This design comes from an exercise in tuning for small area on the open sky130 flow, not from production work. Function was checked by simulation only, so behaviour that the tests miss may differ from the original. Power figures rest on the tool's default switching activity, not on a simulated workload.

File: flow/design.v
`timescale 1ns/100ps
module matrix_alu (
	input  logic [3:0] x0,
	input  logic [3:0] y0,
	input  logic [3:0] x1,
	input  logic [3:0] y1,
	input  logic [3:0] x2,
	input  logic [3:0] y2,
	input  logic [3:0] x3,
	input  logic [3:0] y3,
	input  logic [3:0] x4,
	input  logic [3:0] y4,
	input  logic [3:0] e,
	output logic [8:0] val
);
	logic p0_w0, p0_w1a, p0_w1b, p0_w2a, p0_w2b, p0_w2c, p0_w3a, p0_w3b, p0_w4, p0_w5, p0_w6, p1_w0, p1_w1a, p1_w1b, p1_w2a, p1_w2b, p1_w2c, p1_w3a, p1_w3b, p1_w4, p1_w5, p1_w6, p2_w0, p2_w1a, p2_w1b, p2_w2a, p2_w2b, p2_w2c, p2_w3a, p2_w3b, p2_w4, p2_w5, p2_w6, p3_w0, p3_w1a, p3_w1b, p3_w2a, p3_w2b, p3_w2c, p3_w3a, p3_w3b, p3_w4, p3_w5, p3_w6, p4_w0, p4_w1a, p4_w1b, p4_w2a, p4_w2b, p4_w2c, p4_w3a, p4_w3b, p4_w4, p4_w5, p4_w6, fs0, fc0, fs1, fc1, hs0, hc0, fs2, fc2, fs3, fc3, fs4, fc4, fs5, fc5, fs6, fc6, fs7, fc7, hs1, hc1, fs8, fc8, fs9, fc9, fs10, fc10, fs11, fc11, fs12, fc12, fs13, fc13, fs14, fc14, fs15, fc15, fs16, fc16, fs17, fc17, fs18, fc18, fs19, fc19, fs20, fc20, fs21, fc21, fs22, fc22, fs23, fc23, fs24, fc24, fs25, fc25, fs26, fc26, fs27, fc27, fs28, fc28, hs2, hc2, fs29, fc29, fs30, fc30, fs31, fc31, fs32, fc32, fs33, fc33, fs34, fc34, fs35, fc35, hs3, hc3, fs36, fc36, fs37, fc37, fs38, fc38, fs39, fc39, fs40, fc40, fs41, fc41, fs42, fc42, fs43, fc43, fs44, fc44, fs45, fc45, fs46, fc46, fs47, fc47, fs48, fc48, hs4, hc4;
	assign p0_w0 = x0[0] & y0[0];
	assign p0_w1a = x0[0] & y0[1];
	assign p0_w1b = x0[1] & y0[0];
	assign p0_w2a = x0[0] & y0[2];
	assign p0_w2b = x0[1] & y0[1];
	assign p0_w2c = x0[2] & y0[0];
	assign p0_w3a = (x0[0] & y0[3]) | (x0[1] & y0[2]);
	assign p0_w3b = (x0[3] & y0[0]) | (x0[2] & y0[1]);
	assign p0_w4 = (x0[1] & y0[3]) | (x0[2] & y0[2]) | (x0[3] & y0[1]);
	assign p0_w5 = (x0[2] & y0[3]) | (x0[3] & y0[2]);
	assign p0_w6 = x0[3] & y0[3];
	assign p1_w0 = x1[0] & y1[0];
	assign p1_w1a = x1[0] & y1[1];
	assign p1_w1b = x1[1] & y1[0];
	assign p1_w2a = x1[0] & y1[2];
	assign p1_w2b = x1[1] & y1[1];
	assign p1_w2c = x1[2] & y1[0];
	assign p1_w3a = (x1[0] & y1[3]) | (x1[1] & y1[2]);
	assign p1_w3b = (x1[3] & y1[0]) | (x1[2] & y1[1]);
	assign p1_w4 = (x1[1] & y1[3]) | (x1[2] & y1[2]) | (x1[3] & y1[1]);
	assign p1_w5 = (x1[2] & y1[3]) | (x1[3] & y1[2]);
	assign p1_w6 = x1[3] & y1[3];
	assign p2_w0 = x2[0] & y2[0];
	assign p2_w1a = x2[0] & y2[1];
	assign p2_w1b = x2[1] & y2[0];
	assign p2_w2a = x2[0] & y2[2];
	assign p2_w2b = x2[1] & y2[1];
	assign p2_w2c = x2[2] & y2[0];
	assign p2_w3a = (x2[0] & y2[3]) | (x2[1] & y2[2]);
	assign p2_w3b = (x2[3] & y2[0]) | (x2[2] & y2[1]);
	assign p2_w4 = (x2[1] & y2[3]) | (x2[2] & y2[2]) | (x2[3] & y2[1]);
	assign p2_w5 = (x2[2] & y2[3]) | (x2[3] & y2[2]);
	assign p2_w6 = x2[3] & y2[3];
	assign p3_w0 = x3[0] & y3[0];
	assign p3_w1a = x3[0] & y3[1];
	assign p3_w1b = x3[1] & y3[0];
	assign p3_w2a = x3[0] & y3[2];
	assign p3_w2b = x3[1] & y3[1];
	assign p3_w2c = x3[2] & y3[0];
	assign p3_w3a = (x3[0] & y3[3]) | (x3[1] & y3[2]);
	assign p3_w3b = (x3[3] & y3[0]) | (x3[2] & y3[1]);
	assign p3_w4 = (x3[1] & y3[3]) | (x3[2] & y3[2]) | (x3[3] & y3[1]);
	assign p3_w5 = (x3[2] & y3[3]) | (x3[3] & y3[2]);
	assign p3_w6 = x3[3] & y3[3];
	assign p4_w0 = x4[0] & y4[0];
	assign p4_w1a = x4[0] & y4[1];
	assign p4_w1b = x4[1] & y4[0];
	assign p4_w2a = x4[0] & y4[2];
	assign p4_w2b = x4[1] & y4[1];
	assign p4_w2c = x4[2] & y4[0];
	assign p4_w3a = (x4[0] & y4[3]) | (x4[1] & y4[2]);
	assign p4_w3b = (x4[3] & y4[0]) | (x4[2] & y4[1]);
	assign p4_w4 = (x4[1] & y4[3]) | (x4[2] & y4[2]) | (x4[3] & y4[1]);
	assign p4_w5 = (x4[2] & y4[3]) | (x4[3] & y4[2]);
	assign p4_w6 = x4[3] & y4[3];
	assign fs0 = e[0] ^ p0_w0 ^ p1_w0;
	assign fc0 = (e[0] & p0_w0) | (e[0] & p1_w0) | (p0_w0 & p1_w0);
	assign fs1 = p2_w0 ^ p3_w0 ^ p4_w0;
	assign fc1 = (p2_w0 & p3_w0) | (p2_w0 & p4_w0) | (p3_w0 & p4_w0);
	assign hs0 = fs0 ^ fs1;
	assign hc0 = fs0 & fs1;
	assign fs2 = e[1] ^ p0_w1a ^ p0_w1b;
	assign fc2 = (e[1] & p0_w1a) | (e[1] & p0_w1b) | (p0_w1a & p0_w1b);
	assign fs3 = p1_w1a ^ p1_w1b ^ p2_w1a;
	assign fc3 = (p1_w1a & p1_w1b) | (p1_w1a & p2_w1a) | (p1_w1b & p2_w1a);
	assign fs4 = p2_w1b ^ p3_w1a ^ p3_w1b;
	assign fc4 = (p2_w1b & p3_w1a) | (p2_w1b & p3_w1b) | (p3_w1a & p3_w1b);
	assign fs5 = p4_w1a ^ p4_w1b ^ fc0;
	assign fc5 = (p4_w1a & p4_w1b) | (p4_w1a & fc0) | (p4_w1b & fc0);
	assign fs6 = fc1 ^ fs2 ^ fs3;
	assign fc6 = (fc1 & fs2) | (fc1 & fs3) | (fs2 & fs3);
	assign fs7 = fs4 ^ hc0 ^ fs5;
	assign fc7 = (fs4 & hc0) | (fs4 & fs5) | (hc0 & fs5);
	assign hs1 = fs6 ^ fs7;
	assign hc1 = fs6 & fs7;
	assign fs8 = e[2] ^ p0_w2a ^ p0_w2b;
	assign fc8 = (e[2] & p0_w2a) | (e[2] & p0_w2b) | (p0_w2a & p0_w2b);
	assign fs9 = p0_w2c ^ p1_w2a ^ p1_w2b;
	assign fc9 = (p0_w2c & p1_w2a) | (p0_w2c & p1_w2b) | (p1_w2a & p1_w2b);
	assign fs10 = p1_w2c ^ p2_w2a ^ p2_w2b;
	assign fc10 = (p1_w2c & p2_w2a) | (p1_w2c & p2_w2b) | (p2_w2a & p2_w2b);
	assign fs11 = p2_w2c ^ p3_w2a ^ p3_w2b;
	assign fc11 = (p2_w2c & p3_w2a) | (p2_w2c & p3_w2b) | (p3_w2a & p3_w2b);
	assign fs12 = p3_w2c ^ p4_w2a ^ p4_w2b;
	assign fc12 = (p3_w2c & p4_w2a) | (p3_w2c & p4_w2b) | (p4_w2a & p4_w2b);
	assign fs13 = p4_w2c ^ fc2 ^ fc3;
	assign fc13 = (p4_w2c & fc2) | (p4_w2c & fc3) | (fc2 & fc3);
	assign fs14 = fc4 ^ fs10 ^ fs11;
	assign fc14 = (fc4 & fs10) | (fc4 & fs11) | (fs10 & fs11);
	assign fs15 = fs12 ^ fs8 ^ fs9;
	assign fc15 = (fs12 & fs8) | (fs12 & fs9) | (fs8 & fs9);
	assign fs16 = fc5 ^ fc6 ^ fs13;
	assign fc16 = (fc5 & fc6) | (fc5 & fs13) | (fc6 & fs13);
	assign fs17 = fs14 ^ fs15 ^ fc7;
	assign fc17 = (fs14 & fs15) | (fs14 & fc7) | (fs15 & fc7);
	assign fs18 = fs16 ^ hc1 ^ fs17;
	assign fc18 = (fs16 & hc1) | (fs16 & fs17) | (hc1 & fs17);
	assign fs19 = e[3] ^ p0_w3a ^ p0_w3b;
	assign fc19 = (e[3] & p0_w3a) | (e[3] & p0_w3b) | (p0_w3a & p0_w3b);
	assign fs20 = p1_w3a ^ p1_w3b ^ p2_w3a;
	assign fc20 = (p1_w3a & p1_w3b) | (p1_w3a & p2_w3a) | (p1_w3b & p2_w3a);
	assign fs21 = p2_w3b ^ p3_w3a ^ p3_w3b;
	assign fc21 = (p2_w3b & p3_w3a) | (p2_w3b & p3_w3b) | (p3_w3a & p3_w3b);
	assign fs22 = p4_w3a ^ p4_w3b ^ fc10;
	assign fc22 = (p4_w3a & p4_w3b) | (p4_w3a & fc10) | (p4_w3b & fc10);
	assign fs23 = fc11 ^ fc12 ^ fc8;
	assign fc23 = (fc11 & fc12) | (fc11 & fc8) | (fc12 & fc8);
	assign fs24 = fc9 ^ fs19 ^ fs20;
	assign fc24 = (fc9 & fs19) | (fc9 & fs20) | (fs19 & fs20);
	assign fs25 = fs21 ^ fc13 ^ fc14;
	assign fc25 = (fs21 & fc13) | (fs21 & fc14) | (fc13 & fc14);
	assign fs26 = fc15 ^ fs22 ^ fs23;
	assign fc26 = (fc15 & fs22) | (fc15 & fs23) | (fs22 & fs23);
	assign fs27 = fs24 ^ fc16 ^ fs25;
	assign fc27 = (fs24 & fc16) | (fs24 & fs25) | (fc16 & fs25);
	assign fs28 = fs26 ^ fc17 ^ fs27;
	assign fc28 = (fs26 & fc17) | (fs26 & fs27) | (fc17 & fs27);
	assign hs2 = fc18 ^ fs28;
	assign hc2 = fc18 & fs28;
	assign fs29 = p0_w4 ^ p1_w4 ^ p2_w4;
	assign fc29 = (p0_w4 & p1_w4) | (p0_w4 & p2_w4) | (p1_w4 & p2_w4);
	assign fs30 = p3_w4 ^ p4_w4 ^ fc19;
	assign fc30 = (p3_w4 & p4_w4) | (p3_w4 & fc19) | (p4_w4 & fc19);
	assign fs31 = fc20 ^ fc21 ^ fs29;
	assign fc31 = (fc20 & fc21) | (fc20 & fs29) | (fc21 & fs29);
	assign fs32 = fc22 ^ fc23 ^ fc24;
	assign fc32 = (fc22 & fc23) | (fc22 & fc24) | (fc23 & fc24);
	assign fs33 = fs30 ^ fs31 ^ fc25;
	assign fc33 = (fs30 & fs31) | (fs30 & fc25) | (fs31 & fc25);
	assign fs34 = fc26 ^ fs32 ^ fc27;
	assign fc34 = (fc26 & fs32) | (fc26 & fc27) | (fs32 & fc27);
	assign fs35 = fs33 ^ fc28 ^ fs34;
	assign fc35 = (fs33 & fc28) | (fs33 & fs34) | (fc28 & fs34);
	assign hs3 = hc2 ^ fs35;
	assign hc3 = hc2 & fs35;
	assign fs36 = p0_w5 ^ p1_w5 ^ p2_w5;
	assign fc36 = (p0_w5 & p1_w5) | (p0_w5 & p2_w5) | (p1_w5 & p2_w5);
	assign fs37 = p3_w5 ^ p4_w5 ^ fc29;
	assign fc37 = (p3_w5 & p4_w5) | (p3_w5 & fc29) | (p4_w5 & fc29);
	assign fs38 = fs36 ^ fc30 ^ fc31;
	assign fc38 = (fs36 & fc30) | (fs36 & fc31) | (fc30 & fc31);
	assign fs39 = fs37 ^ fc32 ^ fs38;
	assign fc39 = (fs37 & fc32) | (fs37 & fs38) | (fc32 & fs38);
	assign fs40 = fc33 ^ fs39 ^ fc34;
	assign fc40 = (fc33 & fs39) | (fc33 & fc34) | (fs39 & fc34);
	assign fs41 = fc35 ^ fs40 ^ hc3;
	assign fc41 = (fc35 & fs40) | (fc35 & hc3) | (fs40 & hc3);
	assign fs42 = p0_w6 ^ p1_w6 ^ p2_w6;
	assign fc42 = (p0_w6 & p1_w6) | (p0_w6 & p2_w6) | (p1_w6 & p2_w6);
	assign fs43 = p3_w6 ^ p4_w6 ^ fc36;
	assign fc43 = (p3_w6 & p4_w6) | (p3_w6 & fc36) | (p4_w6 & fc36);
	assign fs44 = fs42 ^ fc37 ^ fs43;
	assign fc44 = (fs42 & fc37) | (fs42 & fs43) | (fc37 & fs43);
	assign fs45 = fc38 ^ fs44 ^ fc39;
	assign fc45 = (fc38 & fs44) | (fc38 & fc39) | (fs44 & fc39);
	assign fs46 = fs45 ^ fc40 ^ fc41;
	assign fc46 = (fs45 & fc40) | (fs45 & fc41) | (fc40 & fc41);
	assign fs47 = fc42 ^ fc43 ^ fc44;
	assign fc47 = (fc42 & fc43) | (fc42 & fc44) | (fc43 & fc44);
	assign fs48 = fs47 ^ fc45 ^ fc46;
	assign fc48 = (fs47 & fc45) | (fs47 & fc46) | (fc45 & fc46);
	assign hs4 = fc47 ^ fc48;
	assign hc4 = fc47 & fc48;
	assign val = {hs4, fs48, fs46, fs41, hs3, hs2, fs18, hs1, hs0};
endmodule
`timescale 1ns/100ps
module matrix_calc_top (
	input  logic       clk,
	input  logic       rst_n,
	input  logic       rx_valid,
	input  logic [7:0] rx_data,
	input  logic [7:0] command,
	input  logic [7:0] scalar_in,
	input  logic       confirm,
	input  logic       tx_busy,
	output logic       tx_start,
	output logic [7:0] tx_data,
	output logic       busy,
	output logic       error,
	output logic       timer_active
);
	localparam logic [1:0] GET_M = 2'd0, GET_N = 2'd1, GET_ELEM = 2'd2;
	logic [1:0]  ld_state;
	logic [2:0]  m1_q, n1_q;      
	logic [2:0]  lr, lc;          
	logic        slot;            
	logic        wr_en;
	logic        load_error;
	logic [99:0] stage;           
	logic        dim_ok, elem_ok, lc_last, lr_last, elem_in;
	logic [2:0]  rx_dim1;
	assign dim_ok  = (rx_data != 8'd0) && (rx_data <= 8'd5);
	assign elem_ok = rx_data <= 8'd9;
	assign rx_dim1 = rx_data[2:0] - 3'd1;
	assign lc_last = (lc == n1_q);
	assign lr_last = (lr == m1_q);
	assign elem_in = rx_valid && elem_ok && ld_state == GET_ELEM;
	always_ff @(posedge clk or negedge rst_n) begin
		if (!rst_n) begin
			ld_state   <= GET_M;
			slot       <= 1'b0;
			wr_en      <= 1'b0;
			load_error <= 1'b0;
		end else begin
			wr_en      <= 1'b0;
			load_error <= 1'b0;
			if (wr_en)
				slot <= ~slot;
			if (rx_valid) begin
				case (ld_state)
					GET_M: begin
						if (dim_ok)
							ld_state <= GET_N;
						else
							load_error <= 1'b1;
					end
					GET_N: begin
						load_error <= !dim_ok;
						ld_state <= dim_ok ? GET_ELEM : GET_M;
					end
					default: begin
						if (!elem_ok) begin
							load_error <= 1'b1;
							ld_state <= GET_M;
						end else if (lr_last && lc_last) begin
							wr_en <= 1'b1;
							ld_state <= GET_M;
						end
					end
				endcase
			end
		end
	end
	always_ff @(posedge clk) begin
		if (rx_valid && ld_state == GET_M)
			m1_q <= rx_dim1;
		if (rx_valid && ld_state == GET_N) begin
			n1_q <= rx_dim1;
			lr <= '0;
			lc <= '0;
		end else if (elem_in) begin
			if (lc_last) begin
				lc <= '0;
				lr <= lr + 3'd1;
			end else begin
				lc <= lc + 3'd1;
			end
		end
		for (int i = 0; i < 5; i++)
			for (int j = 0; j < 5; j++)
				if (elem_in && lr == i && lc == j)
					stage[4*(5*i+j) +: 4] <= rx_data[3:0];
	end
	logic [99:0] a_d, b_d;        
	logic [2:0]  a_m1, a_n1, b_m1, b_n1;
	logic        a_valid, b_valid;
	always_ff @(posedge clk or negedge rst_n) begin
		if (!rst_n) begin
			a_valid <= 1'b0;
			b_valid <= 1'b0;
		end else if (wr_en) begin
			if (slot) b_valid <= 1'b1;
			else      a_valid <= 1'b1;
		end
	end
	always_ff @(posedge clk) begin
		if (wr_en && !slot) begin
			a_m1 <= m1_q;
			a_n1 <= n1_q;
			a_d  <= stage;
		end
		if (wr_en && slot) begin
			b_m1 <= m1_q;
			b_n1 <= n1_q;
			b_d  <= stage;
		end
	end
	localparam logic [3:0]
		S_IDLE   = 4'd0,
		S_ERR    = 4'd1,
		S_CHKOK  = 4'd2,    
		S_CHKBAD = 4'd3,    
		S_START  = 4'd4,    
		S_RUN    = 4'd5,    
		S_DONE   = 4'd6,    
		S_FAIL   = 4'd7,    
		S_SSTART = 4'd8,    
		S_SEND   = 4'd9,    
		S_SDONE  = 4'd10;   
	localparam logic [1:0] OP_T = 2'd0, OP_S = 2'd1, OP_A = 2'd2, OP_M = 2'd3;
	logic [3:0] state, next_state;
	logic [1:0] op;
	logic [3:0] scalar;
	logic       load_err_q;
	logic [2:0] r, c, k, k_inc;
	logic       gap;
	logic       fit, k_last, c_last, r_last, t_end, bad_in;
	logic [2:0] rm1, rn1;
	always_comb begin
		case (op)
			OP_T, OP_S: fit = a_valid;
			OP_A:       fit = a_valid && b_valid && a_m1 == b_m1 && a_n1 == b_n1;
			default:    fit = a_valid && b_valid && a_n1 == b_m1;
		endcase
	end
	assign rm1    = (op == OP_T) ? a_n1 : a_m1;
	assign rn1    = (op == OP_T) ? a_m1 : (op == OP_M) ? b_n1 : a_n1;
	assign k_last = (op != OP_M) || (k == a_n1);
	assign c_last = (c == rn1);
	assign r_last = (r == rm1);
	assign t_end  = (c == 3'd6) && (k == 3'd0);
	assign k_inc  = k + 3'd1;
	assign bad_in = command[2] || (command[1:0] == OP_S && scalar_in > 8'd9);
	assign tx_start = (state == S_SEND) && !gap && !tx_busy;
	always_comb begin
		next_state = state;
		case (state)
			S_IDLE: begin
				if (load_error || load_err_q)
					next_state = S_ERR;
				else if (confirm)
					next_state = bad_in ? S_CHKBAD : S_CHKOK;
			end
			S_CHKOK:  next_state = S_START;
			S_CHKBAD: next_state = S_ERR;
			S_START:  next_state = fit ? S_RUN : S_FAIL;
			S_RUN:    if (k_last && c_last && r_last) next_state = S_DONE;
			S_DONE:   next_state = S_SSTART;
			S_FAIL:   next_state = S_ERR;
			S_SSTART: next_state = S_SEND;
			S_SEND:   if (tx_start && k[1:0] == 2'd3 && c_last && r_last) next_state = S_SDONE;
			S_SDONE:  next_state = S_IDLE;
			S_ERR:    if (t_end) next_state = S_IDLE;
			default:  next_state = S_IDLE;
		endcase
	end
	always_ff @(posedge clk) begin
		if (state == S_IDLE && confirm) begin
			op     <= command[1:0];
			scalar <= scalar_in[3:0];
		end
	end
	always_ff @(posedge clk or negedge rst_n) begin
		if (!rst_n) begin
			state      <= S_IDLE;
			load_err_q <= 1'b0;
			r          <= '0;
			c          <= '0;
			k          <= '0;
			gap        <= 1'b0;
		end else begin
			state <= next_state;
			gap   <= tx_start;
			if (state == S_IDLE)
				load_err_q <= 1'b0;
			else if (load_error && state != S_ERR)
				load_err_q <= 1'b1;
			case (state)
				S_RUN: begin
					if (!k_last) begin
						k <= k_inc;
					end else begin
						k <= '0;
						if (c_last) begin
							c <= '0;
							r <= r_last ? 3'd0 : r + 3'd1;
						end else begin
							c <= c + 3'd1;
						end
					end
				end
				S_SEND: begin
					if (tx_start) begin
						k <= (k[1:0] == 2'd3) ? 3'd2 : k_inc;
						if (k[1:0] == 2'd3) begin
							if (c_last) begin
								c <= '0;
								r <= r + 3'd1;
							end else begin
								c <= c + 3'd1;
							end
						end
					end
				end
				S_SDONE: begin
					r <= '0;
					c <= '0;
					k <= '0;
				end
				S_ERR: begin
					if (t_end) begin
						c <= '0;
						k <= '0;
					end else begin
						k <= k_inc;
						if (k == 3'd7)
							c <= c + 3'd1;
					end
				end
				default: ;
			endcase
		end
	end
	assign busy         = (state != S_IDLE) && (state != S_ERR);
	assign error        = (state == S_ERR) && !t_end;
	assign timer_active = error;
	logic [2:0]  ri, ji;
	logic [19:0] arow;
	logic [3:0]  ar [5];
	logic [3:0]  bc [5];
	logic [3:0]  aj, bj, ys;
	logic [3:0]  x [5];
	logic [3:0]  y [5];
	logic [3:0]  e;
	logic        mult;
	logic [8:0]  val, val_q;
	logic [2:0]  dim1;
	assign mult = (op == OP_M);
	assign ri   = (op == OP_T) ? c : r;
	assign ji   = (op == OP_T) ? r : c;
	assign ys   = (op == OP_S) ? scalar : 4'd1;
	always_comb begin
		case (ri)
			3'd0:    arow = a_d[19:0];
			3'd1:    arow = a_d[39:20];
			3'd2:    arow = a_d[59:40];
			3'd3:    arow = a_d[79:60];
			default: arow = a_d[99:80];
		endcase
		for (int q = 0; q < 5; q++) begin
			ar[q] = arow[4*q +: 4];
			case (c)
				3'd0:    bc[q] = b_d[20*q +: 4];
				3'd1:    bc[q] = b_d[20*q+4 +: 4];
				3'd2:    bc[q] = b_d[20*q+8 +: 4];
				3'd3:    bc[q] = b_d[20*q+12 +: 4];
				default: bc[q] = b_d[20*q+16 +: 4];
			endcase
		end
		case (ji)
			3'd0:    aj = ar[0];
			3'd1:    aj = ar[1];
			3'd2:    aj = ar[2];
			3'd3:    aj = ar[3];
			default: aj = ar[4];
		endcase
		case (r)
			3'd0:    bj = bc[0];
			3'd1:    bj = bc[1];
			3'd2:    bj = bc[2];
			3'd3:    bj = bc[3];
			default: bj = bc[4];
		endcase
		x[0] = mult ? ar[0] : aj;
		y[0] = mult ? bc[0] : ys;
		for (int q = 1; q < 5; q++) begin
			x[q] = (mult && q <= a_n1) ? ar[q] : 4'd0;
			y[q] = bc[q];
		end
		e = (op == OP_A) ? bj : 4'd0;
	end
	matrix_alu u_dot (.x0(x[0]), .y0(y[0]), .x1(x[1]), .y1(y[1]), .x2(x[2]), .y2(y[2]),
		.x3(x[3]), .y3(y[3]), .x4(x[4]), .y4(y[4]), .e, .val);
	always_ff @(posedge clk)
		val_q <= val;
	assign dim1 = k[0] ? rn1 : rm1;
	always_comb begin
		if (!k[1])
			tx_data = {5'd0, dim1 + 3'd1};
		else if (!k[0])
			tx_data = {7'd0, val_q[8]};
		else
			tx_data = val_q[7:0];
	end
endmodule
File: flow/flow/run.sh
#!/bin/bash
# The standard layout, with ORFS's scripts copied so that synthesis maps the
# logic with an area-oriented ABC script (flow/abc_area.script) in place of
# ORFS's, and ports buffered with the smallest buffer. Registers, hierarchy
# handling and every other step are the standard ones.
set -euo pipefail
here=$(pwd)
rm -rf "$here/scripts"
cp -r "$FLOW_HOME/scripts" "$here/scripts"
cp "$here/flow/abc_area.script" "$here/scripts/abc_area.script"
bash standard.sh SCRIPTS_DIR="$here/scripts" \
	BUFFER_PORTS_ARGS="-buffer_cell sky130_fd_sc_hd__buf_1" finish > "$here/orfs_make.log" 2>&1
File: flow/flow/abc_area.script
strash
dc2
&get -n
&dch -f
&nf -R 1000
&put
strash
&get -n
&dch -f
&nf -R 1000
&put
topo
File: flow/standard.sh
#!/bin/bash
# synth_recipe.tcl (not shown) runs the flow's synth.tcl, then flattens the netlist and writes it again
# the make line also repeats each setting of config.mk as NAME=value (left out here)
make -C /OpenROAD-flow-scripts/flow DESIGN_CONFIG=/design/flow/config.mk WORK_HOME=/design/flow/orfs CLKGATE_MAP_FILE= SYNTH_SCRIPT=/design/flow/synth_recipe.tcl "${@:-finish}"
File: flow/config.mk
export PLATFORM = sky130hd
export DESIGN_NAME = matrix_calc_top
export DESIGN_NICKNAME = matrix_calc_top
export VERILOG_FILES = /design/flow/design.v
export SDC_FILE = /design/flow/constraint.sdc
export NUM_CORES = 4
export LEC_CHECK = 0
export ABC_AREA = 1
export CAP_MARGIN = 20
export CORE_MARGIN = 2
export CORE_UTILIZATION = 40
export SLEW_MARGIN = 20
File: flow/constraint.sdc
create_clock -name core_clock -period 11.0 [get_ports {clk}]
set_input_delay 2.2000 -clock core_clock [delete_from_list [all_inputs] [get_ports {clk}]]
set_output_delay 2.2000 -clock core_clock [all_outputs]
set_load 0.01 [all_outputs]
==> metrics.md, run 1 <==
| Metric | Value |
|---|---|
| Run status | complete, no violations |
| Power Dens Cells | 256.7 mW/mm² |
| Final Util | a little under half |
| Worst skew pair latency | 0.55 ns |
| Master cell of the clock root buffer | clkbuf_16 |
| Number of gates given a new drive strength after cts | 0 |
| Number of cells in the design after placement | 1633 |
| Fraction of post-synthesis cell area in the top cell type by area | a little under two thirds |
| Final instance count without filler cells | 1700 |
| Core Region | 0.03776 mm² |
| IO Count | 41 |
| Reported leakage power | 5.812 nW |
| Register Area | 0.01058 mm² |
| Fillers | 3344 |
| Capturing element type of the critical path | flip-flop |
| Post-DRT Antenna Nets | 0 |
| Ratio of cells with drive above 1 in the final layout | 6.981% |
| Final period utilization | 69.56% |
| Total Routing Usage GR | about a fifth |
| Worst min-delay path category | reg -> reg |
| Synthesized instance count | 1067 |
| YS warnings | 9 |
| Clock skew after layout | approximately 0.024 ns |
| Setup violations, final | 0 |
| Number of iterations in the first detailed-routing pass | 6 |
| Antenna violations before repair | 0 |
| Top flip-flop cell by instance count after synthesis | edfxtp_1 |
| Post-synthesis average cell area | between 10 and 15 µm² |
| Min Clock Period, post-route | 7.652 ns |
| Aggregate global routing overflow | 0 |
| Number of distinct library cells after synthesis | 47 |
| Wire length of the first global-routing pass | approximately 57000 µm |
| IR Drop Worst-Case VDD | between 0.00015 and 0.0002 V |
| Routed len/inst | 22.82 µm |
| Top cell type by total area after synthesis | edfxtp_1 |
| Vias per cell | 5.427 |
| Synthesized netlist net count | 1178 |
| Sink Count | 361 |
| Num rows | 71 |
| Starting Density | 40.67% |
| Via count of the first global-routing pass | between 9000 and 10000 |
| Cell area after technology mapping | 0.01535 mm² |
| Number of synthesized flops with an enable pin | about 320 |
| Register bit total from synthesis | approximately 360 |
| Worst-Margin Slew | 1.061 ns |
| Synth async-reset ratio | just over 6% |
| Worst path slowest cell | fa_1 |
| Area of the die | 0.03997 mm² |
| Clk buf depth | 3 |
| Final-layout setup total negative slack | 0 ns |
| Area contributors post-synth | edfxtp_1, fa_1, dfrtp_1 |
| Critical setup path kind | reg -> reg |
| RSZ-0062 raised after global routing | no |
| Data arrival time of the critical path | between 8 and 9 ns |
| Final non-filler cell area | about 0.017 mm² |
| Highest net fanout along the worst path | 22 |
| Final total power | 0.004483 W |
| Fmax | 130.7 MHz |
| Sum of net half-perimeters after detailed placement | 27010 µm |
| Dpl cell area | 0.01631 mm² |
| Detailed-route via count | around 9200 |
| Horizontal extent of the die | around 200 µm |
| Number of hold-repair buffers added at the cts stage | 0 |
| Final Max Tran Viols | 0 |
| Max capacitance violation total | 0 |
| H-tree depth reported by CTS | 2 |
| Antenna diode count | 0 |
| Maximum number of pins on one net before global-route repair | 69 |
| Count of buffers inserted at the top-level ports | 35 |
| Worst stage delay on the critical path | 0.49 ns |
| Combined area of the multi-input logic cells | 0.004454 mm² |
| Startpoint types | flip-flop |
| Number of endpoints with negative hold slack in the final report | 0 |
| Post-CTS setup-driven buffer insertion count | 0 |
| TritonCTS clock tree | built |
| Max transition margin | 29.27% |
| Post-detailed-route DRC marker count | 0 |
| Area added between synthesis and finish | 13.73% |
| Die Y | 199.9 µm |
| Inserted Clock Buffers | 37 |
| Final WL | 38790 µm |
| Clock slew at reported path FFs | 0.06 ns |
| Placer Congestion | roughly 0.92 |
| Crit-path most repeated cell | fa_1 |
| Fin nets | 1272 |
| Worst path required time | 11.43 ns |
| Share of synthesized area occupied by flip-flops and latches | 68.91% |
| 1st-iter DRT viols | 1055 |
-- kinds of logic (layout without fill, tap and decap cells) --
kind of cell / count (synthesis) / in the layout / share of synthesized area [%]
muxes: 10 / 10 / 0.6683
DFF: 361 / 361 / 68.91
adders and majority gates: 82 / 82 / 9.078
and+or+nand+nor: 278 / 278 / 8.149
buffers and inverters: 94 / 216 / 2.323
xor gates and xnor gates: 23 / 23 / 1.312
AOI/OAI and AO/OA: 219 / 219 / 9.559
-- power breakdown --
group	internal [W]	leakage, nW	switching, W
combinational	0.000581	1.93	0.00111
clock	0.000659	0.560	0.000529
sequential	0.00154	3.33	0.0000615
total	0.00278	5.81	0.00170
-- path summary, 6_finish.rpt --
kind                            from          end  slack [ns]  cells past startpoint
setup / recovery               op[1]     val_q[7]        3.35                     29
hold / removal             stage[30]      b_d[30]        0.44                      0
setup reg to reg               op[1]     val_q[7]        3.35                     29
max in group asynchronous      rst_n        wr_en        9.11                      2
hold reg to reg            stage[30]      b_d[30]        0.44                      0
min in group asynchronous      rst_n  ld_state[1]        1.63                      2
-- worst max-delay path, delay by kind of cell (launching register included) --
kind                     cells  cell delay (ns)
adder cells (fa/ha/maj)     10             3.60
flip-flops                   1             0.46
AND/OR/NAND/NOR              5             0.80
buffers and inverters        8             1.16
AO/OA/AOI/OAI                6             1.51
-- cells in the final DEF (no fill, tap or decap), types with 5 or more instances in the layout --
| master | n |
|---|---|
| a211oi_1 | 5 |
| nand3_1 | 21 |
| a21oi_1 | 62 |
| a221o_1 | 7 |
| nand2b_1 | 15 |
| a222oi_1 | 21 |
| o22ai_1 | 21 |
| or2_0 | 14 |
| xor2_1 | 10 |
| clkinv_1 | 96 |
| a22o_1 | 7 |
| clkinv_2 | 7 |
| dfrtp_1 | 22 |
| clkbuf_1 | 11 |
| clkbuf_16 | 37 |
| buf_4 | 20 |
| nor3_1 | 11 |
| nor2_1 | 97 |
| o22a_1 | 8 |
| xnor2_1 | 13 |
| and3_1 | 8 |
| mux2i_1 | 8 |
| o21ai_0 | 36 |
| ha_1 | 33 |
| edfxtp_1 | 324 |
| a22oi_1 | 30 |
| buf_1 | 35 |
| fa_1 | 49 |
| nand2_1 | 83 |
| dfxtp_1 | 15 |
| or3_1 | 6 |
-- registers in the layout, indices dropped and copies added, names as in the netlist, 3 cells and up --
signal	flops
n1_q	3
lc	3
b_d	100
a_n1	3
a_m1	3
b_n1	3
lr	3
stage	100
a_d	100
b_m1	3
r	3
state	4
k	3
c	3
scalar	4
m1_q	3
val_q	9
-- stage by stage --
stage                     setup slack, ns  hold slack [ns]
after floorplan                     2.911           0.4215
after global placement              3.458           0.4234
after detailed placement            3.421           0.4290
after CTS                           3.406           0.4387
after global routing                2.949           0.4390
final                               3.348           0.4413
-- final cells by class --
type	count	area share [%]
sequential	361	60.59
multi-input combinational	612	25.51
clock buffer	48	5.539
tap	511	3.662
inverter	93	1.999
timing repair buffer	56	1.641
clock inverter	19	1.060
-- Yosys cell counts, drive strengths merged (4+ instances only) --
cell,count
o22a,8
xor2,10
a22o,7
or2,14
nand3,21
nor2b,7
edfxtp,324
and3,8
a211oi,5
dfrtp,22
a222oi,21
a21oi,63
fa,49
a221o,7
a31oi,4
nor3,13
and2,4
clkinv,93
mux2i,8
nand2,83
dfxtp,15
or3,6
o21ai,36
o22ai,21
nand2b,15
nand4,4
nor2,97
ha,33
a22oi,30
xnor2,13
-- layer usage --
| layer | vias to the layer above | wire length, µm | GRT usage, % |
|---|---|---|---|
| met4 | 0 | 1003 | 6.365 |
| met1 | 4629 | 16880 | 27.94 |
| met5 | - | 0 | 0 |
| li1 | 4181 | - | - |
| met3 | 58 | 2661 | 3.545 |
| met2 | 358 | 18250 | 31.67 |
==> run 2, diff against run 1 <==
--- a/flow/config.mk
+++ b/flow/config.mk
@@ -9,4 +9,5 @@
 export CAP_MARGIN = 20
 export CORE_MARGIN = 2
 export CORE_UTILIZATION = 40
+export CTS_BUF_LIST = sky130_fd_sc_hd__clkbuf_4
 export SLEW_MARGIN = 20
==> run 2 against run 1 <==
  * Still clean on timing, DRC and antenna
  * Sequential power is essentially flat
  * Die area unchanged
  * Synthesized cell count unchanged
  * Via count grew 3.8%
  * Non-clock buffer count did not move
  * Critical path depth did not move
  * Critical path type unchanged
  * Largest power group unchanged
==> metrics.md, run 2 <==
| Metric | Value |
|---|---|
| Run status | complete, no violations |
| Number of endpoints with negative hold slack in the final report | 0 (unchanged) |
| Proportion of total power due to net switching | 38.85% (+0.96 points) |
| Net switching component of the power | 0.001709 W (+0.57%) |
| Power Dens Cells | 252.0 mW/mm² (-1.9%) |
| Clock slew at reported path FFs | 0.06 ns (about the same) |
| 1st-iter DRT viols | 1120 (+6.2%) |
| YS warnings | 9 (unchanged) |
| Via count of the first global-routing pass | 9546 (+4.9%) |
| Sink Count | 361 (unchanged) |
| Commonest cells after routing, fill and taps aside | edfxtp_1, clkbuf_4, clkinv_1, nor2_1, nand2_1 |
| Horizontal extent of the die | 199.9 µm (unchanged) |
| Logic gate share of total power | 38.5% (+0.8 points) |
| Ratio of cells with drive above 1 in the final layout | 13.23% (+6.2 points) |
| Data arrival time of the critical path | 8.25 ns (+0.17 ns) |
| Sum of net half-perimeters after detailed placement | 27010 µm (unchanged) |
| Fmax | 130.9 MHz (+0.18%) |
| Worst min-delay path category | reg -> reg |
| Worst path required time | 11.61 ns (+0.18 ns) |
| Share of synthesized area occupied by flip-flops and latches | 68.91% (unchanged) |
| Capturing element type of the critical path | flip-flop |
| Synth async-reset ratio | 6.094% (unchanged) |
| Min Clock Period, post-route | 7.638 ns (-0.01344 ns) |
| Post-synthesis average cell area | 14.39 µm² (unchanged) |
| Clock skew after layout | 0.05753 ns (+0.03346 ns) |
| Inserted Clock Buffers | 89 (+140%) |
| Crit-path most repeated cell | fa_1 |
| Post-DRT Antenna Nets | 0 (unchanged) |
| Die Y | 199.9 µm (unchanged) |
| Number of gates given a new drive strength after cts | 0 (unchanged) |
| Wire length of the first global-routing pass | 58300 µm (+1.9%) |
| Share of the synthesized netlist area taken by xor and xnor gates | 1.312% (unchanged) |
| Largest family of logic cells by synthesized area | compound AO/OA/AOI/OAI gates |
| Reported leakage power | 5.930 nW (+2.0%) |
| Cell area after technology mapping | 0.01535 mm² (unchanged) |
| Vias per cell | 5.331 (-1.8%) |
| Sequential cell fraction of total power | 36.5% (+0.7 points) |
| Clk buf depth | 3 (unchanged) |
| Most frequent cell after synthesis | edfxtp_1 |
| Register bit total from synthesis | 361 (unchanged) |
| Number of hold-repair buffers added at the cts stage | 0 (unchanged) |
| Worst path slowest cell | fa_1 |
| Synthesized instance count | 1067 (unchanged) |
| Largest registers | a_d (100), b_d (100), stage (100) |
| Fillers | 3415 (+2.1%) |
| Most common library cell in the layout ignoring fill and taps | edfxtp_1 |
| Final WL | 39380 µm (+1.5%) |
| Routed len/inst | 21.91 µm (-4.0%) |
| Final total power | 0.004397 W (-1.9%) |
| Fraction of post-synthesis cell area in the top cell type by area | 63.37% (unchanged) |
| Post-detailed-route DRC marker count | 0 (unchanged) |
| Synthesized-area fraction occupied by and/or/nand/nor cells | 8.149% (unchanged) |
| Setup violations, final | 0 (unchanged) |
| Starting Density | 40.67% (unchanged) |
| H-tree depth reported by CTS | 3 (+1) |
| Top flip-flop cell by instance count after synthesis | edfxtp_1 |
| Internal power consumption | 0.002689 W (-3.4%) |
| Share of cell area taken by muxes after synthesis | 0.6682% (unchanged) |
| Maximum number of pins on one net before global-route repair | 69 (unchanged) |
| Number of iterations in the first detailed-routing pass | 9 (+3) |
| Num rows | 71 (unchanged) |
| TritonCTS clock tree | built |
| IO Count | 41 (unchanged) |
| Aggregate global routing overflow | 0 (unchanged) |
| Most numerous cell types in the synthesized netlist | edfxtp_1, nor2_1, clkinv_1, nand2_1, a21oi_1 |
| Critical setup path kind | reg -> reg |
| Area fraction in compound gates after synthesis | 9.559% (unchanged) |
| Total Routing Usage GR | 20.31% (+0.40 points) |
| Area contributors post-synth | edfxtp_1, fa_1, dfrtp_1 |
| Count of buffers inserted at the top-level ports | 35 (unchanged) |
| Synthesized netlist net count | 1178 (unchanged) |
| Worst-Margin Slew | 1.127 ns (+0.06655 ns) |
| Post-CTS setup-driven buffer insertion count | 0 (unchanged) |
| Area added between synthesis and finish | 13.67% (about the same) |
| Final Max Tran Viols | 0 (unchanged) |
| Adder-cell share of the synthesized area | 9.078% (unchanged) |
| IR Drop Worst-Case VDD | 0.0001061 V (-30%) |
| Worst stage delay on the critical path | 0.50 ns (about the same) |
| Detailed-route via count | 9580 (+3.8%) |
| Placer Congestion | 0.9181 (unchanged) |
| Master cell of the clock root buffer | clkbuf_4 |
| Number of distinct library cells after synthesis | 47 (unchanged) |
| Max transition margin | 24.84% (-4.4 points) |
| Startpoint types | flip-flop |
| Worst skew pair latency | 0.75 ns (+0.20 ns) |
| Final period utilization | 69.44% (-0.12 points) |
| RSZ-0062 raised after global routing | no |
| Top cell type by total area after synthesis | edfxtp_1 |
| Antenna violations before repair | 1 (+1) |
| Fin nets | 1324 (+4.1%) |
| Final-layout setup total negative slack | 0 ns (unchanged) |
| Portion of total power attributed to the clock network | 24.9% (-1.6 points) |
| Area of the die | 0.03997 mm² (unchanged) |
| Final Util | 46.23% (about the same) |
| Core Region | 0.03776 mm² (unchanged) |
| Number of synthesized flops with an enable pin | 324 (unchanged) |
| Max capacitance violation total | 0 (unchanged) |
| Highest net fanout along the worst path | 22 (unchanged) |
run 2: cell counts after synthesis:
Identical to the previous run, type by type.
run 2: metal layers:
metal,wire length [µm],share of wire [%],global-route usage [%]
met5,0,0,0
met4,1001,2.5,7.709
met3,3180,8.1,4.267
met2,18560,47,32.16
met1,16640,42,27.71
run 2: power by group through the flow:
| stage | combinational (W) | sequential (W) | clock (W) |
|---|---|---|---|
| global placement | 0.00168 | 0.00163 | 0 |
| finish | 0.00169 | 0.00161 | 0.00110 |
| global route | 0.00191 | 0.00161 | 0.00120 |
| floorplan | 0.00111 | 0.00161 | 0 |
| CTS | 0.00171 | 0.00161 | 0.00113 |
| detailed placement | 0.00170 | 0.00163 | 0 |
run 2: path summary, 6_finish.rpt:
kind / startpoint / to / slack [ns] / cells past startpoint
max reg2reg: op[1] / val_q[7] / 3.36 / 29
min in group asynchronous: rst_n / c[0] / 1.45 / 2
max: op[1] / val_q[7] / 3.36 / 29
max in group asynchronous: rst_n / wr_en / 9.28 / 2
min: stage[96] / b_d[96] / 0.40 / 0
min reg2reg: stage[96] / b_d[96] / 0.40 / 0
run 2: metrics by stage:
| stage | hold WS, ns | cells | worst slack (ns) | area (µm²) |
|---|---|---|---|---|
| finish | 0.4008 | 1797 | 3.362 | 17450 |
| global route | 0.4220 | 1797 | 2.930 | 17450 |
| CTS | 0.3893 | 1796 | 3.365 | 17450 |
| detailed placement | 0.4290 | 1633 | 3.421 | 16310 |
| global placement | 0.4234 | 1632 | 3.458 | 16300 |
| floorplan | 0.4215 | 1067 | 2.911 | 15350 |
run 2: cell type report:
| class | count | area, µm² | area share [%] |
|---|---|---|---|
| clock buffers | 134 | 1006 | 5.764 |
| inverters | 93 | 349.1 | 2.000 |
| flip-flops and latches | 361 | 10580 | 60.62 |
| repair buffers | 56 | 286.5 | 1.642 |
| clock inverters | 29 | 135.1 | 0.7743 |
| diodes | 1 | 2.502 | 0.01434 |
| multi-input cells | 612 | 4454 | 25.52 |
| well taps | 511 | 639.4 | 3.663 |
run 2: cells by family (layout without fill, tap and decap cells):
group | Yosys count | after routing
AOI/OAI and AO/OA | 219 | 219
buffers and inverters | 94 | 312
adders and majority gates | 82 | 82
muxes | 10 | 10
and+or+nand+nor | 278 | 278
other | 0 | 1
DFF | 361 | 361
xor gates and xnor gates | 23 | 23
run 2: worst max-delay path: cells and delay by family, from the launching register on:
kind / cells / cell delay [ns]
and+or+nand+nor: 5 / 0.79
adders and majority gates: 10 / 3.62
buffers and inverters: 8 / 1.17
AOI/OAI and AO/OA: 6 / 1.47
DFF: 1 / 0.46
==> run 3, diff against run 2 <==
--- a/flow/config.mk
+++ b/flow/config.mk
@@ -8,6 +8,6 @@
 export ABC_AREA = 1
 export CAP_MARGIN = 20
 export CORE_MARGIN = 2
-export CORE_UTILIZATION = 40
-export CTS_BUF_LIST = sky130_fd_sc_hd__clkbuf_4
+export CORE_UTILIZATION = 60
+export CTS_BUF_LIST = sky130_fd_sc_hd__clkbuf_2 sky130_fd_sc_hd__clkbuf_4 sky130_fd_sc_hd__clkbuf_8
 export SLEW_MARGIN = 20
==> run 3 against run 2 <==
  * Setup slack got worse by 0.39 ns
  * Largest cell class unchanged
  * Routed wire length decreased by 5.8%
  * Sequential cell count unchanged
  * Hold slack improved by 0.032 ns
  * Register-to-register slack got worse by 0.39 ns
  * Critical path type unchanged
==> metrics.md, run 3 <==
| Metric | Value |
|---|---|
| Num rows | 58 (-18%) |
| Top flip-flop cell by instance count after synthesis | edfxtp_1 |
| Maximum number of pins on one net before global-route repair | 61 (-12%) |
| Placer Congestion | 0.9416 (+2.6%) |
| Synth async-reset ratio | 6.094% (unchanged) |
| Vias per cell | 6.001 (+13%) |
| Run status | complete, no violations |
| Startpoint types | flip-flop |
| Critical register-to-register path startpoint | op[1] |
| Routed len/inst | 23.97 µm (+9.4%) |
| H-tree depth reported by CTS | 2 (-1) |
| Core Region | 0.02518 mm² (-33%) |
| Fin nets | 1286 (-2.9%) |
| IR Drop Worst-Case VDD | 0.0002873 V (+170%) |
| Synthesized instance count | 1067 (unchanged) |
| Count of buffers inserted at the top-level ports | 35 (unchanged) |
| Reported leakage power | 5.812 nW (-2.0%) |
| Worst hold path startpoint | stage[89] |
| Worst stage delay on the critical path | 0.80 ns (+0.30 ns) |
| Final period utilization | 73.01% (+3.6 points) |
| Total Routing Usage GR | 28.71% (+8.4 points) |
| Sequential cell fraction of total power | 36.9% (+0.4 points) |
| Final WL | 37110 µm (-5.8%) |
| IO Count | 41 (unchanged) |
| Clock skew after layout | 0.02911 ns (-0.02842 ns) |
| TritonCTS clock tree | built |
| Die Y | 164.0 µm (-18%) |
| Share of synthesized area occupied by flip-flops and latches | 68.91% (unchanged) |
| Sink Count | 361 (unchanged) |
| Register bit total from synthesis | 361 (unchanged) |
| Portion of total power attributed to the clock network | 24.4% (-0.5 points) |
| Largest registers | a_d (100), b_d (100), stage (100) |
| Pre-CTS setup slack | 3.020 ns (-0.4014 ns) |
| Final Max Tran Viols | 0 (unchanged) |
| Most numerous cell types in the synthesized netlist | edfxtp_1, nor2_1, clkinv_1, nand2_1, a21oi_1 |
| Proportion of total power due to net switching | 38.32% (-0.54 points) |
| Clk buf depth | 3 (unchanged) |
| Post-synthesis average cell area | 14.39 µm² (unchanged) |
| Area added between synthesis and finish | 11.51% |
| Number of endpoints with negative hold slack in the final report | 0 (unchanged) |
| R2R cell count | 28 (-3.4%) |
| Setup violations, final | 0 (unchanged) |
| Via count of the first global-routing pass | 9122 (-4.4%) |
| Highest net fanout along the worst path | 22 (unchanged) |
| Worst-Margin Slew | 1.102 ns (-0.02590 ns) |
| Data arrival time of the critical path | 8.53 ns (+0.28 ns) |
| Max transition margin | 26.56% (+1.7 points) |
| Worst path slowest cell | a21oi_2 |
| Top cell type by total area after synthesis | edfxtp_1 |
| Detailed-route via count | 9290 (-3.0%) |
| Max capacitance violation total | 0 (unchanged) |
| Area contributors post-synth | edfxtp_1, fa_1, dfrtp_1 |
| Master cell of the clock root buffer | clkbuf_8 |
| Area of the die | 0.02688 mm² (-33%) |
| YS warnings | 9 (unchanged) |
| Antenna violations before repair | 0 (-1) |
| Worst path required time | 11.50 ns (-0.11 ns) |
| Worst skew pair latency | 0.61 ns (-0.14 ns) |
| Fraction of post-synthesis cell area in the top cell type by area | 63.37% (unchanged) |
| Aggregate global routing overflow | 0 (unchanged) |
| Hold slack | 0.4325 ns (+0.03167 ns) |
| Post-detailed-route DRC marker count | 0 (unchanged) |
| Logic gate share of total power | 38.7% (+0.2 points) |
| Post-DRT Antenna Nets | 0 (unchanged) |
| Starting Density | 60.97% (+20 points) |
| Crit-path most repeated cell | fa_1 |
| Antenna diode count | 0 (-1) |
| Worst R2R End | val_q[7] |
| Number of iterations in the first detailed-routing pass | 6 (-3) |
| Fmax | 124.5 MHz (-4.9%) |
| Most frequent cell after synthesis | edfxtp_1 |
| Number of hold-repair buffers added at the cts stage | 0 (unchanged) |
| Critical setup path kind | reg -> reg |
| Internal power consumption | 0.002683 W (-0.22%) |
| Setup slack after layout | 2.969 ns (-0.3925 ns) |
| Clock slew at reported path FFs | 0.06 ns (about the same) |
| Worst min-delay path category | reg -> reg |
| Capturing element type of the critical path | flip-flop |
| Sum of net half-perimeters after detailed placement | 25970 µm (-3.9%) |
| Final-layout setup total negative slack | 0 ns (unchanged) |
| Inserted Clock Buffers | 54 (-39%) |
| Net switching component of the power | 0.001667 W (-2.5%) |
| Hold Path Cell Cnt | 0 (unchanged) |
| Most common library cell in the layout ignoring fill and taps | edfxtp_1 |
| 1st-iter DRT viols | 1243 (+11%) |
| Hold path endpoint | b_d[89] |
| Min Clock Period, post-route | 8.031 ns (+0.3925 ns) |
| Power Dens Cells | 254.1 mW/mm² (+0.84%) |
| Critical Path Source | op[1] |
| RSZ-0062 raised after global routing | no |
| Number of distinct library cells after synthesis | 47 (unchanged) |
| Number of gates given a new drive strength after cts | 0 (unchanged) |
| Horizontal extent of the die | 164.0 µm (-18%) |
| Number of synthesized flops with an enable pin | 324 (unchanged) |
| Ratio of cells with drive above 1 in the final layout | 9.524% (-3.7 points) |
| Synthesized netlist net count | 1178 (unchanged) |
| Wire length of the first global-routing pass | 55310 µm (-5.1%) |
| Post-CTS setup-driven buffer insertion count | 0 (unchanged) |
| Commonest cells after routing, fill and taps aside | edfxtp_1, clkinv_1, nor2_1, nand2_1, a21oi_1 |
| Register-to-register setup slack | 2.97 ns (-0.39 ns) |
| Cell area after technology mapping | 0.01535 mm² (unchanged) |
[run 3: logic make-up (layout without fill, tap and decap cells)]
| kind of cell | count (synthesis) | in the layout | share of synthesized area, % |
|---|---|---|---|
| compound gates | 219 | 219 | 9.559 |
| mux | 10 | 10 | 0.6683 |
| simple gates | 278 | 278 | 8.149 |
| buf+inv | 94 | 245 | 2.323 |
| fa+ha+maj | 82 | 82 | 9.078 |
| flops | 361 | 361 | 68.91 |
| xor+xnor | 23 | 23 | 1.312 |
[run 3: how the worst max path moves through the flow]
stage | endpoint | slack, ns | cells after the start
final | val_q[7] | 2.97 | 28
after global routing | val_q[7] | 2.56 | 28
after CTS | val_q[7] | 2.96 | 28
after detailed placement | val_q[7] | 3.02 | 28
after global placement | val_q[7] | 3.01 | 28
after floorplan | val_q[7] | 2.91 | 26
[run 3: through the flow]
step                utilization, %  cell area, µm²  cells  total power (W)
floorplan                        -           15350   1067         0.002723
global placement             63.79           16060   1449         0.003295
detailed placement           63.79           16060   1449         0.003319
CTS                          67.99           17120   1548         0.004376
global route                 67.99           17120   1548         0.004653
finish                       67.99           17120   1548         0.004350
[run 3: per-layer routing]
layer / GRT usage (%) / routed length (µm)
met1: 42.43 / 15700
met2: 42.65 / 16600
met3: 6.566 / 3651
met4: 9.928 / 1162
met5: 0 / 0
[run 3: critical path, delay by kind of cell, from the launching register on]
kind                     cells  cell delay, ns
AO/OA/AOI/OAI                6            2.14
AND/OR/NAND/NOR              5            0.82
buffers and inverters        7            0.89
adder cells (fa/ha/maj)     10            3.60
flip-flops                   1            0.46
[run 3: cell type report]
type | instances | area (µm²)
tap | 330 | 412.9
clock buffer | 77 | 934.6
timing repair buffer | 53 | 267.8
sequential | 361 | 10580
inverter | 93 | 349.1
clock inverter | 22 | 121.4
multi-input combinational | 612 | 4454
fill | 1812 | 8061
[run 3: power groups by stage]
stage | combinational, W | clock [W] | sequential (W)
floorplan | 0.00111 | 0 | 0.00161
global placement | 0.00166 | 0 | 0.00163
detailed placement | 0.00169 | 0 | 0.00163
CTS | 0.00169 | 0.00108 | 0.00160
global route | 0.00190 | 0.00114 | 0.00161
finish | 0.00168 | 0.00106 | 0.00161
==> run 4, diff against run 3 <==
==> flow/run.sh (new file) <==
#!/bin/bash
# synth_recipe.tcl (not shown) runs the flow's synth.tcl, then flattens the netlist and writes it again
# the make line also repeats each setting of config.mk as NAME=value (left out here)
make -C /OpenROAD-flow-scripts/flow DESIGN_CONFIG=/design/flow/config.mk WORK_HOME=/design/flow/orfs CLKGATE_MAP_FILE= SYNTH_SCRIPT=/design/flow/synth_recipe.tcl finish
--- a/flow/config.mk
+++ b/flow/config.mk
@@ -8,6 +8,5 @@
 export ABC_AREA = 1
 export CAP_MARGIN = 20
 export CORE_MARGIN = 2
-export CORE_UTILIZATION = 60
-export CTS_BUF_LIST = sky130_fd_sc_hd__clkbuf_2 sky130_fd_sc_hd__clkbuf_4 sky130_fd_sc_hd__clkbuf_8
+export CORE_UTILIZATION = 40
 export SLEW_MARGIN = 20
removed: flow/flow/run.sh
removed: flow/flow/abc_area.script
removed: flow/standard.sh
==> run 4 against run 3 <==
  * Still clean
  * Register-to-register slack gained 0.65 ns
  * Critical path type unchanged
  * Sequential share of layout area decreased by 4.4 points
  * Combinational power decreased by 97%
  * Total power down 35%
  * Setup slack gained 0.65 ns
  * Clock-buffer cell count shrank 34
==> metrics.md, run 4 <==
| Metric | Value |
|---|---|
| Area contributors post-synth | edfxtp_1, fa_1, nand2_1 |
| Max transition margin | 33.66% (+7.1 points) |
| RSZ-0062 raised after global routing | no |
| Clock slew at reported path FFs | 0.06 ns (about the same) |
| Number of gates given a new drive strength after cts | 0 (unchanged) |
| Fmax | 135.5 MHz (+8.8%) |
| Met3 routed WL | 2650 µm (-27%) |
| Capturing element type of the critical path | flip-flop |
| Antenna diode count | 0 (unchanged) |
| Power Dens Cells | 153.6 mW/mm² (-40%) |
| Number of distinct library cells after synthesis | 53 (+13%) |
| Wire length on met1 | 17190 µm (+9.5%) |
| Run status | complete, no violations |
| Final period utilization | 67.11% (-5.9 points) |
| Count of buffers inserted at the top-level ports | 35 (unchanged) |
| H-tree depth reported by CTS | 2 (unchanged) |
| Register-to-register setup slack | 3.62 ns (+0.65 ns) |
| Synthesized netlist net count | 1433 (+22%) |
| Number of endpoints with negative hold slack in the final report | 0 (unchanged) |
| Antenna violations before repair | 1 (+1) |
| YS warnings | 9 (unchanged) |
| Commonest cells after routing, fill and taps aside | edfxtp_1, nand2_1, inv_1, nor2_1, nand3_1 |
| Post-synthesis average cell area | 12.29 µm² (-15%) |
| Critical setup path kind | reg -> reg |
| Synth async-reset ratio | 6.094% (unchanged) |
| Post-detailed-route DRC marker count | 0 (unchanged) |
| Final Max Tran Viols | 0 (unchanged) |
| Fin nets | 1493 (+16%) |
| Die Y | 205.6 µm (+25%) |
| IO Count | 41 (unchanged) |
| Fraction of post-synthesis cell area in the top cell type by area | 59.87% (-3.5 points) |
| Number of hold-repair buffers added at the cts stage | 0 (unchanged) |
| Horizontal extent of the die | 205.6 µm (+25%) |
| Data arrival time of the critical path | 7.83 ns (-0.70 ns) |
| Hold Path Cell Cnt | 0 (unchanged) |
| Synthesized instance count | 1322 (+24%) |
| Placer Congestion | 0.9351 (-0.69%) |
| Clock skew after layout | 0.01763 ns (-0.01148 ns) |
| Startpoint types | flip-flop |
| Largest registers | a_d (100), b_d (100), stage (100) |
| IR Drop Worst-Case VDD | 0.00008981 V (-69%) |
| Post-DRT Antenna Nets | 0 (unchanged) |
| Master cell of the clock root buffer | clkbuf_16 |
| Share of synthesized area occupied by flip-flops and latches | 65.11% (-3.8 points) |
| Area added between synthesis and finish | 13.51% |
| Total Routing Usage GR | 19.87% (-8.8 points) |
| Worst R2R End | val_q[8] |
| Worst min-delay path category | reg -> reg |
| Via count of the first global-routing pass | 10220 (+12%) |
| Critical register-to-register path startpoint | c[2] |
| Cell area after technology mapping | 0.01625 mm² (+5.8%) |
| Highest net fanout along the worst path | 40 (+82%) |
| Aggregate global routing overflow | 0 (unchanged) |
| Sink Count | 361 (unchanged) |
| Worst hold path startpoint | stage[85] |
| Final-layout setup total negative slack | 0 ns (unchanged) |
| Reported leakage power | 6.666 nW (+15%) |
| 1st-iter DRT viols | 854 (-31%) |
| Sum of net half-perimeters after detailed placement | 28640 µm (+10%) |
| Worst skew pair latency | 0.54 ns (-0.07 ns) |
| Vias per cell | 5.227 (-13%) |
| Ratio of cells with drive above 1 in the final layout | 8.717% (-0.81 points) |
| Wire length on met2 | 19850 µm (+20%) |
| Hold path endpoint | b_d[85] |
| Maximum number of pins on one net before global-route repair | 63 (+3.3%) |
| Inserted Clock Buffers | 38 (-30%) |
| Most common library cell in the layout ignoring fill and taps | edfxtp_1 |
| R2R cell count | 25 (-11%) |
| Area of the die | 0.04225 mm² (+57%) |
| Top flip-flop cell by instance count after synthesis | edfxtp_1 |
| Most numerous cell types in the synthesized netlist | edfxtp_1, nand2_1, inv_1, nor2_1, nand3_1 |
| TritonCTS clock tree | built |
| Top cell type by total area after synthesis | edfxtp_1 |
| Min Clock Period, post-route | 7.382 ns (-0.6491 ns) |
| Clk buf depth | 3 (unchanged) |
| Register bit total from synthesis | 361 (unchanged) |
| Setup violations, final | 0 (unchanged) |
| Final Util | 46.21% (-22 points) |
| Starting Density | 40.71% (-20 points) |
| Final WL | 40660 µm (+9.6%) |
| Max capacitance violation total | 0 (unchanged) |
| Num rows | 73 (+26%) |
| Most frequent cell after synthesis | edfxtp_1 |
| Core Region | 0.03991 mm² (+59%) |
| Number of synthesized flops with an enable pin | 324 (unchanged) |
| Post-CTS setup-driven buffer insertion count | 0 (unchanged) |
| Worst path required time | 11.45 ns (-0.05 ns) |
| Top routing layer in use | met4 |
| Detailed-route via count | 10120 (+8.9%) |
| Worst-Margin Slew | 0.9847 ns (-0.1168 ns) |
| Wire length of the first global-routing pass | 61380 µm (+11%) |
| Routed len/inst | 21.00 µm (-12%) |
| Number of iterations in the first detailed-routing pass | 5 (-1) |
## run 4: changes by cell type after synthesis, moves of 15 or more
cell / delta
nand3_1: +56
a222oi_1: -21
nand2b_1: -15
nand4_1: +26
o21ai_0: +16
clkinv_1: -93
a21oi_1: -22
a22oi_1: -23
or2_2: +19
clkbuf_1: +15
nor2_1: +36
nand2_1: +95
inv_1: +169
## run 4: logic make-up (layout without fill, tap and decap cells)
kind of cell               after synthesis  after routing  share of synthesized area (%)
AOI/OAI and AO/OA                      183            183                          6.960
and+or+nand+nor                        468            468                          13.01
xor gates and xnor gates                22             22                          1.186
buffers and inverters                  205            294                          5.097
muxes                                    1              1                        0.06160
adders and majority gates               82             82                          8.577
DFF                                    361            361                          65.11
## run 4: area by class of cell
type / count / area, µm²
clock buffer: 43 / 969.7
clock inverter: 26 / 275.3
fill: 3571 / 21470
inverter: 177 / 671.9
multi-input combinational: 756 / 4850
sequential: 361 / 10580
tap: 525 / 656.9
timing repair buffer: 48 / 442.9
## run 4: worst max-delay path, stage by stage, from the launching register on
cell     delay (ns)
dfrtp_1        0.46
inv_2          0.46
ha_1           0.24
buf_4          0.30
nor2_1         0.08
nand2_1        0.06
buf_4          0.39
nand4_1        0.23
o21ai_0        0.44
o22ai_1        0.24
o31ai_1        0.38
fa_1           0.24
inv_1          0.05
fa_1           0.40
inv_1          0.09
fa_1           0.43
fa_1           0.41
fa_1           0.50
inv_1          0.05
fa_1           0.48
ha_1           0.16
fa_1           0.17
inv_1          0.05
fa_1           0.37
fa_1           0.38
xnor2_1        0.19
## run 4: where the power goes
group          internal [W]  switching (W)
clock network      0.000756       0.000526
registers           0.00149     0.00000776
logic             0.0000188      0.0000355
total               0.00226       0.000570
## run 4: worst max-delay path by stage
stage          startpoint  endpoint  slack [ns]
2_1_floorplan        c[2]  val_q[8]        4.97
3_5_place_dp         c[2]  val_q[8]        3.67
4_1_cts              c[2]  val_q[8]        3.64
3_3_place_gp         c[2]  val_q[8]        3.74
6_report             c[2]  val_q[8]        3.62
5_1_grt              c[2]  val_q[8]        3.10
## run 4: stage by stage
step / area, µm² / instances / total power [W] / hold slack (ns) / worst slack [ns]
after floorplan: 16250 / 1322 / 0.001546 / 0.4215 / 4.972
after global placement: 17210 / 1867 / 0.001579 / 0.4231 / 3.743
after detailed placement: 17210 / 1867 / 0.001580 / 0.4296 / 3.665
after CTS: 18450 / 1936 / 0.002855 / 0.4393 / 3.635
after global routing: 18450 / 1936 / 0.002922 / 0.4457 / 3.101
final: 18450 / 1936 / 0.002833 / 0.4413 / 3.618
## run 4: per-layer routing
metal / up-vias / global-route usage, %
li1: 4711 / -
met1: 5004 / 26.61
met2: 342 / 33.66
met3: 63 / 3.025
met4: 0 / 5.550
met5: - / 0
==> run 5, diff against run 4 <==
==> flow/flow/run.sh (new file) <==
#!/bin/bash
# The standard layout with two changes to synthesis, made in a copy of ORFS's
# scripts: the logic is mapped with an area-oriented ABC script
# (flow/abc_area.script) in place of ORFS's, and Yosys's generic "abc -fast"
# inside "synth -run fine:" is skipped, so that extract_fa sees the adder
# network as written. Registers come out exactly as in the standard synthesis.
# Ports are buffered with the smallest buffer. Every other step is standard.
set -euo pipefail
here=$(pwd)
rm -rf "$here/scripts"
cp -r "$FLOW_HOME/scripts" "$here/scripts"
cp "$here/flow/abc_area.script" "$here/scripts/abc_area.script"
sed -i 's/synth -top \$::env(DESIGN_NAME) -run fine:/synth -noabc -top $::env(DESIGN_NAME) -run fine:/' \
	"$here/scripts/synth.tcl"
grep -n "synth -noabc" "$here/scripts/synth.tcl" > "$here/synth_patch.log" 2>&1 || true
bash standard.sh SCRIPTS_DIR="$here/scripts" \
	BUFFER_PORTS_ARGS="-buffer_cell sky130_fd_sc_hd__buf_1" finish > "$here/orfs_make.log" 2>&1
==> flow/flow/abc_area.script (new file) <==
strash
dc2
&get -n
&dch -f
&nf -R 1000
&put
strash
&get -n
&dch -f
&nf -R 1000
&put
topo
==> flow/standard.sh (new file) <==
#!/bin/bash
# synth_recipe.tcl (not shown) runs the flow's synth.tcl, then flattens the netlist and writes it again
# the make line also repeats each setting of config.mk as NAME=value (left out here)
make -C /OpenROAD-flow-scripts/flow DESIGN_CONFIG=/design/flow/config.mk WORK_HOME=/design/flow/orfs CLKGATE_MAP_FILE= SYNTH_SCRIPT=/design/flow/synth_recipe.tcl "${@:-finish}"
--- a/flow/config.mk
+++ b/flow/config.mk
@@ -9,4 +9,6 @@
 export CAP_MARGIN = 20
 export CORE_MARGIN = 2
 export CORE_UTILIZATION = 40
+export CTS_CLUSTER_DIAMETER = 100
+export CTS_CLUSTER_SIZE = 24
 export SLEW_MARGIN = 20
removed: flow/run.sh
==> run 5 against run 4 <==
  * Clock skew rose by 0.0084 ns
  * Global-route usage is 1.1 points lower
  * Largest cell class unchanged
  * Total power increased by 49%
  * Sequential cell count did not move
  * Still clean
  * Cell area shrank 9.3%
==> metrics.md, run 5 <==
| Metric | Value |
|---|---|
| Highest net fanout along the worst path | 20 (-50%) |
| Commonest cells after routing, fill and taps aside | edfxtp_1, nor2_1, nand2_1, a21oi_1, fa_1 |
| Post-synthesis average cell area | 15.08 µm² (+23%) |
| Aggregate global routing overflow | 0 (unchanged) |
| Detailed-route via count | 8738 (-14%) |
| Vias per cell | 5.448 (+4.2%) |
| Reported leakage power | 5.703 nW (-14%) |
| Final WL | 36690 µm (-9.8%) |
| Worst path required time | 11.43 ns (-0.02 ns) |
| Count of buffers inserted at the top-level ports | 35 (unchanged) |
| Antenna diode count | 0 (unchanged) |
| Final Util | 44.64% (-1.6 points) |
| Hold slack | 0.4350 ns (-0.006319 ns) |
| Capturing element type of the critical path | flip-flop |
| Internal power consumption | 0.002564 W (+13%) |
| Startpoint types | flip-flop |
| Proportion of total power due to net switching | 39.18% (+19 points) |
| Cell area after technology mapping | 0.01514 mm² (-6.8%) |
| Post-DRT Antenna Nets | 0 (unchanged) |
| Top cell type by total area after synthesis | edfxtp_1 |
| Area contributors post-synth | edfxtp_1, fa_1, dfrtp_1 |
| Worst skew pair latency | 0.56 ns (+0.02 ns) |
| Wire length of the first global-routing pass | 53840 µm (-12%) |
| Max transition margin | 29.60% (-4.1 points) |
| Register bit total from synthesis | 361 (unchanged) |
| Fmax | 122.1 MHz (-9.9%) |
| Top flip-flop cell by instance count after synthesis | edfxtp_1 |
| Max capacitance violation total | 0 (unchanged) |
| Routed len/inst | 22.87 µm (+8.9%) |
| Run status | complete, no violations |
| Logic gate share of total power | 41.7% (+40 points) |
| Number of distinct library cells after synthesis | 45 (-15%) |
| Min Clock Period, post-route | 8.189 ns (+0.8074 ns) |
| Final period utilization | 74.45% (+7.3 points) |
| Synth async-reset ratio | 6.094% (unchanged) |
| Final Max Tran Viols | 0 (unchanged) |
| Inserted Clock Buffers | 21 (-45%) |
| Die Y | 198.5 µm (-3.4%) |
| Worst-Margin Slew | 1.056 ns (+0.07134 ns) |
| IO Count | 41 (unchanged) |
| Number of gates given a new drive strength after cts | 0 (unchanged) |
| RSZ-0062 raised after global routing | no |
| Via count of the first global-routing pass | 8702 (-15%) |
| Placer Congestion | 0.8672 (-7.3%) |
| Synthesized netlist net count | 1112 (-22%) |
| Critical setup path kind | reg -> reg |
| Maximum number of pins on one net before global-route repair | 60 (-4.8%) |
| IR Drop Worst-Case VDD | 0.0001573 V (+75%) |
| TritonCTS clock tree | built |
## run 5: cell types whose count changed after synthesis, sizes merged, moves of 32 or more
cell,before,now
nand2,189,75
o21ai,61,28
inv,177,0
nor2,137,95
nand3,80,26
a22oi,7,39
## run 5: worst max path at each step
| stage | start | end | slack, ns |
|---|---|---|---|
| final | op[1] | val_q[8] | 2.81 |
| after global routing | op[1] | val_q[8] | 2.47 |
| after CTS | op[1] | val_q[8] | 2.84 |
| after detailed placement | op[1] | val_q[8] | 2.87 |
| after global placement | op[1] | val_q[8] | 2.93 |
| after floorplan | op[1] | val_q[8] | 2.67 |
## run 5: logic make-up after synthesis
kind of cell / Yosys count / share of synthesized area [%]
fa+ha+maj: 79 / 8.959
xor+xnor: 21 / 1.215
buf+inv: 30 / 0.7686
mux: 13 / 0.8761
simple gates: 282 / 8.621
flops: 361 / 69.89
compound gates: 218 / 9.670
## run 5: power by group through the flow
stage / registers, W / clock network (W) / logic, W
finish: 0.00161 / 0.000844 / 0.00176
global route: 0.00162 / 0.000906 / 0.00199
CTS: 0.00161 / 0.000865 / 0.00178
detailed placement: 0.00164 / 0 / 0.00178
global placement: 0.00164 / 0 / 0.00173
floorplan: 0.00162 / 0 / 0.00118
## run 5: layer usage
layer	wire length (µm)	track usage [%]	part of all wire (%)
met1	15960	26.24	44
met2	17420	31.05	47
met3	2413	2.696	6.6
met4	888	4.782	2.4
met5	0	0	0
## run 5: layout make-up
type / instances / area (µm²) / share of cell area [%]
sequential: 361 / 10580 / 63.23
multi-input combinational: 613 / 4491 / 26.84
tap: 511 / 639.4 / 3.821
clock buffer: 33 / 570.5 / 3.410
timing repair buffer: 52 / 259.0 / 1.548
inverter: 29 / 108.9 / 0.6505
clock inverter: 5 / 85.08 / 0.5085
## run 5: critical path, cell delays in order (launching register included)
cell and delay, ns:
edfxtp_1 0.50, nor2_1 0.13, buf_4 0.26, mux2i_1 0.26, and3_1 0.61, a222oi_1 0.52, nand2_1 0.26, a221oi_1 0.34
nand2_1 0.09, o21a_1 0.14, a21oi_1 0.39, nor2_1 0.12, fa_1 0.41, fa_1 0.51, fa_1 0.48, fa_1 0.40
fa_1 0.50, fa_1 0.49, ha_1 0.23, fa_1 0.42, fa_1 0.43, fa_1 0.41, xor2_1 0.16
## run 5: metrics by stage
stage / area (µm²) / power, W
2_1_floorplan: 15140 / 0.002797
3_3_place_gp: 16080 / 0.003365
3_5_place_dp: 16080 / 0.003420
4_1_cts: 16730 / 0.004259
5_1_grt: 16730 / 0.004513
6_report: 16730 / 0.004215

Re-timed with assumed drivers on the ports (clkbuf_16 on the clock, buf_2 on other inputs), run 5 has 2.811 ns of setup slack against 2.811 ns with ideal ports, and 2.811 ns once port delays also move by the mid clock arrival of 0.595 ns.
